Source: an optimization exercise on an open RTL-to-GDS flow (aim: small area and a short achievable clock period). Production flows keep margins and buffers that such runs may drop.
At most, simulation tests tie the RTL to the original design; equivalence was not proved.
No activity file was given, so power comes from the tool's default toggle rates.

== red ==
==> flow/design.v <==
module data_mem_responder #(
    parameter int ADDR_WIDTH = 6
) (
    input  logic        CLK,
    input  logic        reset,
    input  logic [31:0] Addressmem,
    input  logic [31:0] WriteDataMem,
    input  logic        memWrite,
    input  logic        memRead,
    output logic [31:0] ReadDataMem,
    output logic        memReady,
    output logic        memError,
    output logic        memStall,
    output logic [1:0]  fsm_state_o
);
    localparam int DEPTH = 2 ** ADDR_WIDTH;
    logic idle_q, b1_q, b2_q, resp_q;
    logic busy_q, errr_q;
    logic wen_q;                        
    logic [DEPTH-1:0] sel;
    logic [31:0] rdata_q;
    logic [DEPTH*32-1:0] mem_q;
    logic req, err;
    assign req = memRead | memWrite;
    assign err = (Addressmem[1:0] != 2'b00)
               | (Addressmem[31:ADDR_WIDTH+2] != '0)
               | (memRead & memWrite);
    always_ff @(posedge CLK or negedge reset) begin
        if (!reset) begin
            idle_q <= 1'b1;
            b1_q   <= 1'b0;
            b2_q   <= 1'b0;
            resp_q <= 1'b0;
            busy_q <= 1'b0;
            errr_q <= 1'b0;
            wen_q  <= 1'b0;
        end else begin
            idle_q <= (~idle_q & ~b1_q & ~b2_q) | (idle_q & ~req);   
            b1_q   <= idle_q & req;
            b2_q   <= b1_q;
            resp_q <= b2_q;
            busy_q <= (idle_q & req) | b1_q;
            errr_q <= b2_q & err;
            wen_q  <= b1_q & memWrite & ~err;
        end
    end
    always_ff @(posedge CLK) begin
        for (int w = 0; w < DEPTH; w++)
            sel[w] <= (Addressmem[ADDR_WIDTH+1:2] == w[ADDR_WIDTH-1:0]) & ~err;
    end
    always_ff @(posedge CLK) begin
        for (int w = 0; w < DEPTH; w++) begin
            if (wen_q & sel[w]) mem_q[w*32 +: 32] <= WriteDataMem;
        end
    end
    logic [31:0] rd;
    always_comb begin
        rd = '0;
        for (int w = 0; w < DEPTH; w++) rd = rd | ({32{sel[w]}} & mem_q[w*32 +: 32]);
    end
    always_ff @(posedge CLK) begin
        rdata_q <= rd;
    end
    assign ReadDataMem = rdata_q;
    assign memReady    = resp_q;
    assign memError    = errr_q;
    assign memStall    = req & ~resp_q;
    assign fsm_state_o = {resp_q, busy_q};
endmodule
Settings: LEC_CHECK=0, CAP_MARGIN=40, CORE_MARGIN=2, CORE_UTILIZATION=45, CTS_CLUSTER_DIAMETER=80, CTS_CLUSTER_SIZE=30, SETUP_SLACK_MARGIN=2.4, SLEW_MARGIN=70, TNS_END_PERCENT=100, BUFFER_PORTS_ARGS=-buffer_cell sky130_fd_sc_hd__buf_4; clock period 4.6 ns.
standard.sh (not shown) runs the stock make flow with config.mk's settings and CLKGATE_MAP_FILE= SYNTH_SCRIPT=/design/flow/synth_recipe.tcl, a recipe that flattens the netlist after the stock synthesis.
==> flow/flow/run.sh <==
#!/bin/bash
# Standard layout, with the port buffers made from buf_4 instead of the library's default pick.
set -e
cat >> config.mk <<'CFG'
export BUFFER_PORTS_ARGS = -buffer_cell sky130_fd_sc_hd__buf_4
CFG
bash standard.sh > standard.log 2>&1
Changes in blue relative to red:
--- a/flow/design.v
+++ b/flow/design.v
@@ -11,16 +11,21 @@
     output logic        memReady,
     output logic        memError,
     output logic        memStall,
     output logic [1:0]  fsm_state_o
 );
     localparam int DEPTH = 2 ** ADDR_WIDTH;
+    localparam int LO_W  = ADDR_WIDTH / 2;
+    localparam int HI_W  = ADDR_WIDTH - LO_W;
+    localparam int LO_N  = 2 ** LO_W;
+    localparam int HI_N  = 2 ** HI_W;
     logic idle_q, b1_q, b2_q, resp_q;
     logic busy_q, errr_q;
     logic wen_q;                        
-    logic [DEPTH-1:0] sel;
+    logic [LO_N-1:0] lo_q;
+    logic [HI_N-1:0] hi_q;
     logic [31:0] rdata_q;
     logic [DEPTH*32-1:0] mem_q;
     logic req, err;
     assign req = memRead | memWrite;
     assign err = (Addressmem[1:0] != 2'b00)
                | (Addressmem[31:ADDR_WIDTH+2] != '0)
@@ -42,14 +47,19 @@
             busy_q <= (idle_q & req) | b1_q;
             errr_q <= b2_q & err;
             wen_q  <= b1_q & memWrite & ~err;
         end
     end
     always_ff @(posedge CLK) begin
-        for (int w = 0; w < DEPTH; w++)
-            sel[w] <= (Addressmem[ADDR_WIDTH+1:2] == w[ADDR_WIDTH-1:0]) & ~err;
+        for (int i = 0; i < LO_N; i++) lo_q[i] <= (Addressmem[LO_W+1:2] == i[LO_W-1:0]);
+        for (int j = 0; j < HI_N; j++)
+            hi_q[j] <= (Addressmem[ADDR_WIDTH+1:LO_W+2] == j[HI_W-1:0]) & ~err;
+    end
+    logic [DEPTH-1:0] sel;
+    always_comb begin
+        for (int w = 0; w < DEPTH; w++) sel[w] = hi_q[w / LO_N] & lo_q[w % LO_N];
     end
     always_ff @(posedge CLK) begin
         for (int w = 0; w < DEPTH; w++) begin
             if (wen_q & sel[w]) mem_q[w*32 +: 32] <= WriteDataMem;
         end
     end
==> comparison <==
Comparing blue and red, utilization is lower on red.
Compared with red, blue shows cell area after layout higher by about 2.4%.
blue leaves less setup margin than red.
Relative to red, the clock network fraction of design power of blue is lower by 1.3 points.
Area used by multi-input combinational logic for blue: about 15% up relative to red
Of blue and red, blue shows the higher global-route usage, with red below it.
Against red, number of distinct library cell variants in the gate-level netlist after synthesis in blue rose by more than a quarter.
Share of power burned in combinational logic ended up 2.0 points higher on blue than on red.
Going from red to blue, layout filler cell count grew slightly.
Starting density of the core: lower on blue
No run of this note included a check of the RTL's function; only the layout flow was run.

Setup of run Y:
RTL: the design.v shown in full above, as it stands there.
export LEC_CHECK = 0
export CAP_MARGIN = 20
export CORE_MARGIN = 2
export CORE_UTILIZATION = 45
export CTS_CLUSTER_DIAMETER = 80
export CTS_CLUSTER_SIZE = 30
export SETUP_SLACK_MARGIN = 2.4
export SLEW_MARGIN = 20
export TNS_END_PERCENT = 100
export BUFFER_PORTS_ARGS = -buffer_cell sky130_fd_sc_hd__buf_4
create_clock -name core_clock -period 4.6 [get_ports {CLK}]
Scripts as last shown in full above: flow/flow/run.sh
diff inputs: run Y => run D
diff --git a/flow/design.v b/flow/design.v
--- a/flow/design.v
+++ b/flow/design.v
@@ -12,14 +12,19 @@
     output logic        memError,
     output logic        memStall,
     output logic [1:0]  fsm_state_o
 );
     localparam int DEPTH = 2 ** ADDR_WIDTH;
+    localparam int LO_W  = ADDR_WIDTH / 2;
+    localparam int HI_W  = ADDR_WIDTH - LO_W;
+    localparam int LO_N  = 2 ** LO_W;
+    localparam int HI_N  = 2 ** HI_W;
     logic idle_q, b1_q, b2_q, resp_q;
     logic busy_q, errr_q;
     logic wen_q;                        
-    logic [DEPTH-1:0] sel;
+    logic [LO_N-1:0] lo_q;
+    logic [HI_N-1:0] hi_q;
     logic [31:0] rdata_q;
     logic [DEPTH*32-1:0] mem_q;
     logic req, err;
     assign req = memRead | memWrite;
     assign err = (Addressmem[1:0] != 2'b00)
@@ -43,12 +48,17 @@
             errr_q <= b2_q & err;
             wen_q  <= b1_q & memWrite & ~err;
         end
     end
     always_ff @(posedge CLK) begin
-        for (int w = 0; w < DEPTH; w++)
-            sel[w] <= (Addressmem[ADDR_WIDTH+1:2] == w[ADDR_WIDTH-1:0]) & ~err;
+        for (int i = 0; i < LO_N; i++) lo_q[i] <= (Addressmem[LO_W+1:2] == i[LO_W-1:0]);
+        for (int j = 0; j < HI_N; j++)
+            hi_q[j] <= (Addressmem[ADDR_WIDTH+1:LO_W+2] == j[HI_W-1:0]) & ~err;
+    end
+    logic [DEPTH-1:0] sel;
+    always_comb begin
+        for (int w = 0; w < DEPTH; w++) sel[w] = hi_q[w / LO_N] & lo_q[w % LO_N];
     end
     always_ff @(posedge CLK) begin
         for (int w = 0; w < DEPTH; w++) begin
             if (wen_q & sel[w]) mem_q[w*32 +: 32] <= WriteDataMem;
         end
- In the flow results for run Y and run D, the sequential cell area share is smaller on run D.
- Taking run Y as the reference, in run D worst vdd rail ir drop down 18%, slack of the critical path +74 ps, utilization has increased.
- Register-to-register setup slack on run D is up relative to run Y.
- Synthesized net count went up by more than 10% going from run Y to run D.
- Diff run Y -> run D | routed wire length | up by more than 10%
No functional check of the RTL was part of any run of this note.

Setup of maple:
Another version of the RTL of data_mem_responder (not shown whole).
For scale: about 4200 cells after synthesis, roughly 110 I/O pins, ~76000 um^2 of cells after synthesis.
==> module data_mem_responder, before the edit <==
module data_mem_responder #(
    parameter int ADDR_WIDTH = 6
) (
    input  logic        CLK,
    input  logic        reset,
    input  logic [31:0] Addressmem,
    input  logic [31:0] WriteDataMem,
    input  logic        memWrite,
    input  logic        memRead,
    output logic [31:0] ReadDataMem,
    output logic        memReady,
    output logic        memError,
    output logic        memStall,
    output logic [1:0]  fsm_state_o
);
    localparam int DEPTH = 2 ** ADDR_WIDTH;
    localparam int LO_W  = ADDR_WIDTH / 2;
    localparam int HI_W  = ADDR_WIDTH - LO_W;
    localparam int LO_N  = 2 ** LO_W;
    localparam int HI_N  = 2 ** HI_W;
    logic busy_q, ph_q, resp_q;
    logic wen_q;                        
    logic err_q;                        
    logic [LO_N-1:0] lo_q;
    logic [HI_N-1:0] hi_q;
    logic [31:0] rdata_q;
    logic [DEPTH*32-1:0] mem_q;
    logic req, err;
    assign req = memRead | memWrite;
    assign err = (Addressmem[1:0] != 2'b00)
               | (Addressmem[31:ADDR_WIDTH+2] != '0)
               | (memRead & memWrite);
    always_ff @(posedge CLK or negedge reset) begin
        if (!reset) begin
            busy_q <= 1'b0;
            ph_q   <= 1'b0;
            resp_q <= 1'b0;
            wen_q  <= 1'b0;
        end else begin
            busy_q <= (~busy_q & ~resp_q & req) | (busy_q & ~ph_q);
            ph_q   <= busy_q & ~ph_q;
            resp_q <= busy_q & ph_q;
            wen_q  <= busy_q & ~ph_q & memWrite & ~err;
        end
    end
    always_ff @(posedge CLK) begin
        for (int i = 0; i < LO_N; i++) lo_q[i] <= (Addressmem[LO_W+1:2] == i[LO_W-1:0]);
        for (int j = 0; j < HI_N; j++)
            hi_q[j] <= (Addressmem[ADDR_WIDTH+1:LO_W+2] == j[HI_W-1:0]) & ~err;
        err_q <= err;
    end
    logic [DEPTH-1:0] sel;
    always_comb begin
        for (int w = 0; w < DEPTH; w++) sel[w] = hi_q[w / LO_N] & lo_q[w % LO_N];
    end
    always_ff @(posedge CLK) begin
        for (int w = 0; w < DEPTH; w++) begin
            if (wen_q & sel[w]) mem_q[w*32 +: 32] <= WriteDataMem;
        end
    end
    logic [31:0] rd;
    always_comb begin
        rd = '0;
        for (int w = 0; w < DEPTH; w++) rd = rd | ({32{sel[w]}} & mem_q[w*32 +: 32]);
    end
    always_ff @(posedge CLK) begin
        rdata_q <= rd;
    end
    assign ReadDataMem = rdata_q;
    assign memReady    = resp_q;
    assign memError    = resp_q & err_q;
    assign memStall    = req & ~resp_q;
    assign fsm_state_o = {resp_q, busy_q};
endmodule
export LEC_CHECK = 0
export CAP_MARGIN = 20
export CORE_MARGIN = 2
export CORE_UTILIZATION = 45
export CTS_CLUSTER_DIAMETER = 80
export CTS_CLUSTER_SIZE = 30
export SETUP_SLACK_MARGIN = 2.4
export SLEW_MARGIN = 20
export TNS_END_PERCENT = 100
create_clock -name core_clock -period 4.6 [get_ports {CLK}]
run.sh (not shown) runs the stock make flow with config.mk's settings and CLKGATE_MAP_FILE= SYNTH_SCRIPT=/design/flow/synth_recipe.tcl, a recipe that flattens the netlist after the stock synthesis.
Stock flow here: none of the scripts above is used.
### maple -> nickel
--- a/flow/design.v
+++ b/flow/design.v
@@ -16,13 +16,13 @@
     localparam int DEPTH = 2 ** ADDR_WIDTH;
     localparam int LO_W  = ADDR_WIDTH / 2;
     localparam int HI_W  = ADDR_WIDTH - LO_W;
     localparam int LO_N  = 2 ** LO_W;
     localparam int HI_N  = 2 ** HI_W;
-    logic busy_q, ph_q, resp_q;
+    logic idle_q, b1_q, b2_q, resp_q;
+    logic busy_q, nrdy_q, errr_q;
     logic wen_q;                        
-    logic err_q;                        
     logic [LO_N-1:0] lo_q;
     logic [HI_N-1:0] hi_q;
     logic [31:0] rdata_q;
     logic [DEPTH*32-1:0] mem_q;
     logic req, err;
@@ -30,26 +30,33 @@
     assign err = (Addressmem[1:0] != 2'b00)
                | (Addressmem[31:ADDR_WIDTH+2] != '0)
                | (memRead & memWrite);
     always_ff @(posedge CLK or negedge reset) begin
         if (!reset) begin
+            idle_q <= 1'b1;
+            b1_q   <= 1'b0;
+            b2_q   <= 1'b0;
+            resp_q <= 1'b0;
             busy_q <= 1'b0;
-            ph_q   <= 1'b0;
-            resp_q <= 1'b0;
+            nrdy_q <= 1'b1;
+            errr_q <= 1'b0;
             wen_q  <= 1'b0;
         end else begin
-            busy_q <= (~busy_q & ~resp_q & req) | (busy_q & ~ph_q);
-            ph_q   <= busy_q & ~ph_q;
-            resp_q <= busy_q & ph_q;
-            wen_q  <= busy_q & ~ph_q & memWrite & ~err;
+            idle_q <= resp_q | (idle_q & ~req);
+            b1_q   <= idle_q & req;
+            b2_q   <= b1_q;
+            resp_q <= b2_q;
+            busy_q <= (idle_q & req) | b1_q;
+            nrdy_q <= ~b2_q;
+            errr_q <= b2_q & err;
+            wen_q  <= b1_q & memWrite & ~err;
         end
     end
     always_ff @(posedge CLK) begin
         for (int i = 0; i < LO_N; i++) lo_q[i] <= (Addressmem[LO_W+1:2] == i[LO_W-1:0]);
         for (int j = 0; j < HI_N; j++)
             hi_q[j] <= (Addressmem[ADDR_WIDTH+1:LO_W+2] == j[HI_W-1:0]) & ~err;
-        err_q <= err;
     end
     logic [DEPTH-1:0] sel;
     always_comb begin
         for (int w = 0; w < DEPTH; w++) sel[w] = hi_q[w / LO_N] & lo_q[w % LO_N];
     end
@@ -66,9 +73,9 @@
     always_ff @(posedge CLK) begin
         rdata_q <= rd;
     end
     assign ReadDataMem = rdata_q;
     assign memReady    = resp_q;
-    assign memError    = resp_q & err_q;
-    assign memStall    = req & ~resp_q;
+    assign memError    = errr_q;
+    assign memStall    = req & nrdy_q;
     assign fsm_state_o = {resp_q, busy_q};
 endmodule
[summary]
maple → nickel: via count of the first global-routing pass dropped 944, core occupancy in the finished layout dropped 0.59 points, number of antenna violations at the first check in global routing dropped 6, first-pass GRT wire length dropped 1.9%, longest individual stage delay on the worst path climbed 0.10 ns. Max switching fraction of total power across maple and nickel: maple. Delta (nickel minus maple): register fraction of the total cell area climbed 0.91 points; worst hold slack climbed 0.017 ns. Chip width: nickel vs maple — no meaningful difference. nickel vs maple: design area down slightly. In terms of final worst-path setup slack, maple and nickel differ only marginally. Summary of nickel over maple: power moved down; clock share of power moved down.

before:
data_mem_responder, a different RTL version from the one above (not shown whole).
Size: roughly 4,000 cells after synthesis, ~78,000 um^2 of cells after synthesis.
==> module data_mem_responder, before the edit <==
module data_mem_responder #(
    parameter int ADDR_WIDTH = 6
) (
    input  logic        CLK,
    input  logic        reset,
    input  logic [31:0] Addressmem,
    input  logic [31:0] WriteDataMem,
    input  logic        memWrite,
    input  logic        memRead,
    output logic [31:0] ReadDataMem,
    output logic        memReady,
    output logic        memError,
    output logic        memStall,
    output logic [1:0]  fsm_state_o
);
    localparam int DEPTH = 2 ** ADDR_WIDTH;
    logic idle_q, b1_q, b2_q, resp_q;
    logic busy_q, errr_q;
    logic wen_q;                        
    logic [DEPTH-1:0] sel;
    logic [31:0] rdata_q;
    logic [DEPTH*32-1:0] mem_q;
    logic req, err;
    assign req = memRead | memWrite;
    assign err = (Addressmem[1:0] != 2'b00)
               | (Addressmem[31:ADDR_WIDTH+2] != '0)
               | (memRead & memWrite);
    always_ff @(posedge CLK or negedge reset) begin
        if (!reset) begin
            idle_q <= 1'b1;
            b1_q   <= 1'b0;
            b2_q   <= 1'b0;
            resp_q <= 1'b0;
            busy_q <= 1'b0;
            errr_q <= 1'b0;
            wen_q  <= 1'b0;
        end else begin
            idle_q <= (~idle_q & ~b1_q & ~b2_q) | (idle_q & ~req);   
            b1_q   <= idle_q & req;
            b2_q   <= b1_q;
            resp_q <= b2_q;
            busy_q <= (idle_q & req) | b1_q;
            errr_q <= b2_q & err;
            wen_q  <= b1_q & memWrite & ~err;
        end
    end
    always_ff @(posedge CLK) begin
        for (int w = 0; w < DEPTH; w++)
            sel[w] <= (Addressmem[ADDR_WIDTH+1:2] == w[ADDR_WIDTH-1:0]) & ~err;
    end
    always_ff @(posedge CLK) begin
        for (int w = 0; w < DEPTH; w++) begin
            if (wen_q & sel[w]) mem_q[w*32 +: 32] <= WriteDataMem;
        end
    end
    localparam int HALF = DEPTH / 2;
    logic [31:0] rd_lo, rd_hi;
    logic [31:0] part_lo_q, part_hi_q;
    always_comb begin
        rd_lo = '0;
        rd_hi = '0;
        for (int w = 0; w < HALF; w++) begin
            rd_lo = rd_lo | ({32{sel[w]}} & mem_q[w*32 +: 32]);
            rd_hi = rd_hi | ({32{sel[HALF+w]}} & mem_q[(HALF+w)*32 +: 32]);
        end
    end
    always_ff @(posedge CLK) begin
        part_lo_q <= rd_lo;
        part_hi_q <= rd_hi;
        rdata_q   <= part_lo_q | part_hi_q;
    end
    assign ReadDataMem = rdata_q;
    assign memReady    = resp_q;
    assign memError    = errr_q;
    assign memStall    = req & ~resp_q;
    assign fsm_state_o = {resp_q, busy_q};
endmodule
==> flow/config.mk <==
export PLATFORM = sky130hd
export DESIGN_NAME = data_mem_responder
export DESIGN_NICKNAME = data_mem_responder
export VERILOG_FILES = /design/flow/design.v
export SDC_FILE = /design/flow/constraint.sdc
export NUM_CORES = 4
export LEC_CHECK = 0
export CAP_MARGIN = 20
export CORE_MARGIN = 2
export CORE_UTILIZATION = 45
export CTS_CLUSTER_DIAMETER = 80
export CTS_CLUSTER_SIZE = 30
export SETUP_SLACK_MARGIN = 2.4
export SLEW_MARGIN = 20
export TNS_END_PERCENT = 100
export BUFFER_PORTS_ARGS = -buffer_cell sky130_fd_sc_hd__buf_4
==> flow/constraint.sdc <==
create_clock -name core_clock -period 4.6 [get_ports {CLK}]
set_input_delay 0.9200 -clock core_clock [delete_from_list [all_inputs] [get_ports {CLK}]]
set_output_delay 0.9200 -clock core_clock [all_outputs]
set_load 0.01 [all_outputs]
standard.sh (not shown) runs the stock make flow with config.mk's settings and CLKGATE_MAP_FILE= SYNTH_SCRIPT=/design/flow/synth_recipe.tcl, a recipe that flattens the netlist after the stock synthesis.
Scripts as last shown in full above: flow/flow/run.sh
The following lists how after was set up differently from before:
diff --git a/flow/design.v b/flow/design.v
--- a/flow/design.v
+++ b/flow/design.v
@@ -16,5 +16,5 @@
     localparam int DEPTH = 2 ** ADDR_WIDTH;
     logic idle_q, b1_q, b2_q, resp_q;
-    logic busy_q, errr_q;
+    logic busy_q, nrdy_q, errr_q;
     logic wen_q;                        
     logic [DEPTH-1:0] sel;
@@ -33,12 +33,14 @@
             resp_q <= 1'b0;
             busy_q <= 1'b0;
+            nrdy_q <= 1'b1;
             errr_q <= 1'b0;
             wen_q  <= 1'b0;
         end else begin
-            idle_q <= (~idle_q & ~b1_q & ~b2_q) | (idle_q & ~req);   
+            idle_q <= resp_q | (idle_q & ~req);
             b1_q   <= idle_q & req;
             b2_q   <= b1_q;
             resp_q <= b2_q;
             busy_q <= (idle_q & req) | b1_q;
+            nrdy_q <= ~b2_q;
             errr_q <= b2_q & err;
             wen_q  <= b1_q & memWrite & ~err;
@@ -54,24 +56,16 @@
         end
     end
-    localparam int HALF = DEPTH / 2;
-    logic [31:0] rd_lo, rd_hi;
-    logic [31:0] part_lo_q, part_hi_q;
+    logic [31:0] rd;
     always_comb begin
-        rd_lo = '0;
-        rd_hi = '0;
-        for (int w = 0; w < HALF; w++) begin
-            rd_lo = rd_lo | ({32{sel[w]}} & mem_q[w*32 +: 32]);
-            rd_hi = rd_hi | ({32{sel[HALF+w]}} & mem_q[(HALF+w)*32 +: 32]);
-        end
+        rd = '0;
+        for (int w = 0; w < DEPTH; w++) rd = rd | ({32{sel[w]}} & mem_q[w*32 +: 32]);
     end
     always_ff @(posedge CLK) begin
-        part_lo_q <= rd_lo;
-        part_hi_q <= rd_hi;
-        rdata_q   <= part_lo_q | part_hi_q;
+        rdata_q <= rd;
     end
     assign ReadDataMem = rdata_q;
     assign memReady    = resp_q;
     assign memError    = errr_q;
-    assign memStall    = req & ~resp_q;
+    assign memStall    = req & nrdy_q;
     assign fsm_state_o = {resp_q, busy_q};
 endmodule
Findings:
Looking at share of the synthesized area in compound gates (AO/OA/AOI/OAI) across before and after, the one that comes out higher is after.
Pin slew with the least headroom to its limit: lower on before
Row final clock period utilization by the worst path: after higher / before lower
Against before, total power in after fell by a few percent.
Row power dissipated in combinational cells: after lower / before higher
Higher number of library cell types mapped by synthesis was reported by before, not after.
Summary of after over before: post-synthesis async set-or-reset flop share about even, post-synthesis instance total fell 266.
after against before; number of clock buffers in the layout is down slightly.
For after, only the layout was checked, not whether the RTL still works.

[re-timing with driven ports]
No port has a modelled driver above. Below, the same layouts with a new extraction and two added sets of constraints. Step 1: set_driving_cell puts a clkbuf_16 on CLK and a buf_2 on each other input, an assumption about the parent block. Step 2 moves the port delays by t, midway between the first and last clock arrival at a register: inputs arrive t later, outputs are due t later. That takes back most of the time a late clock gives input paths. Slacks: no drivers / after step 1 / after step 2; pairs: no drivers / after step 1.
| run | shift t [ns] | slack for setup (ns) | cell pins on the clock port's net |
|---|---|---|---|
| red | 0.831 | 2.245 / 2.184 / 1.835 | 1 |
| blue | 0.840 | 2.054 / 2.054 / 1.851 | 1 |
| run Y | 0.835 | 1.962 / 1.962 / 1.758 | 1 |
| run D | 0.829 | 2.035 / 2.035 / 1.587 | 1 |
| maple | 0.843 | 2.093 / 1.997 / 1.877 | 1 |
| nickel | 0.837 | 2.093 / 2.042 / 1.883 | 1 |
| before | 0.839 | 2.305 / 2.221 / 1.710 | 1 |
| after | 0.840 | 2.029 / 2.029 / 1.798 | 1 |
After both steps setup and hold are still met in every run listed. For before, which loses most, drivers alone change the setup slack by -0.084 ns; drivers and shift together by -0.595 ns.
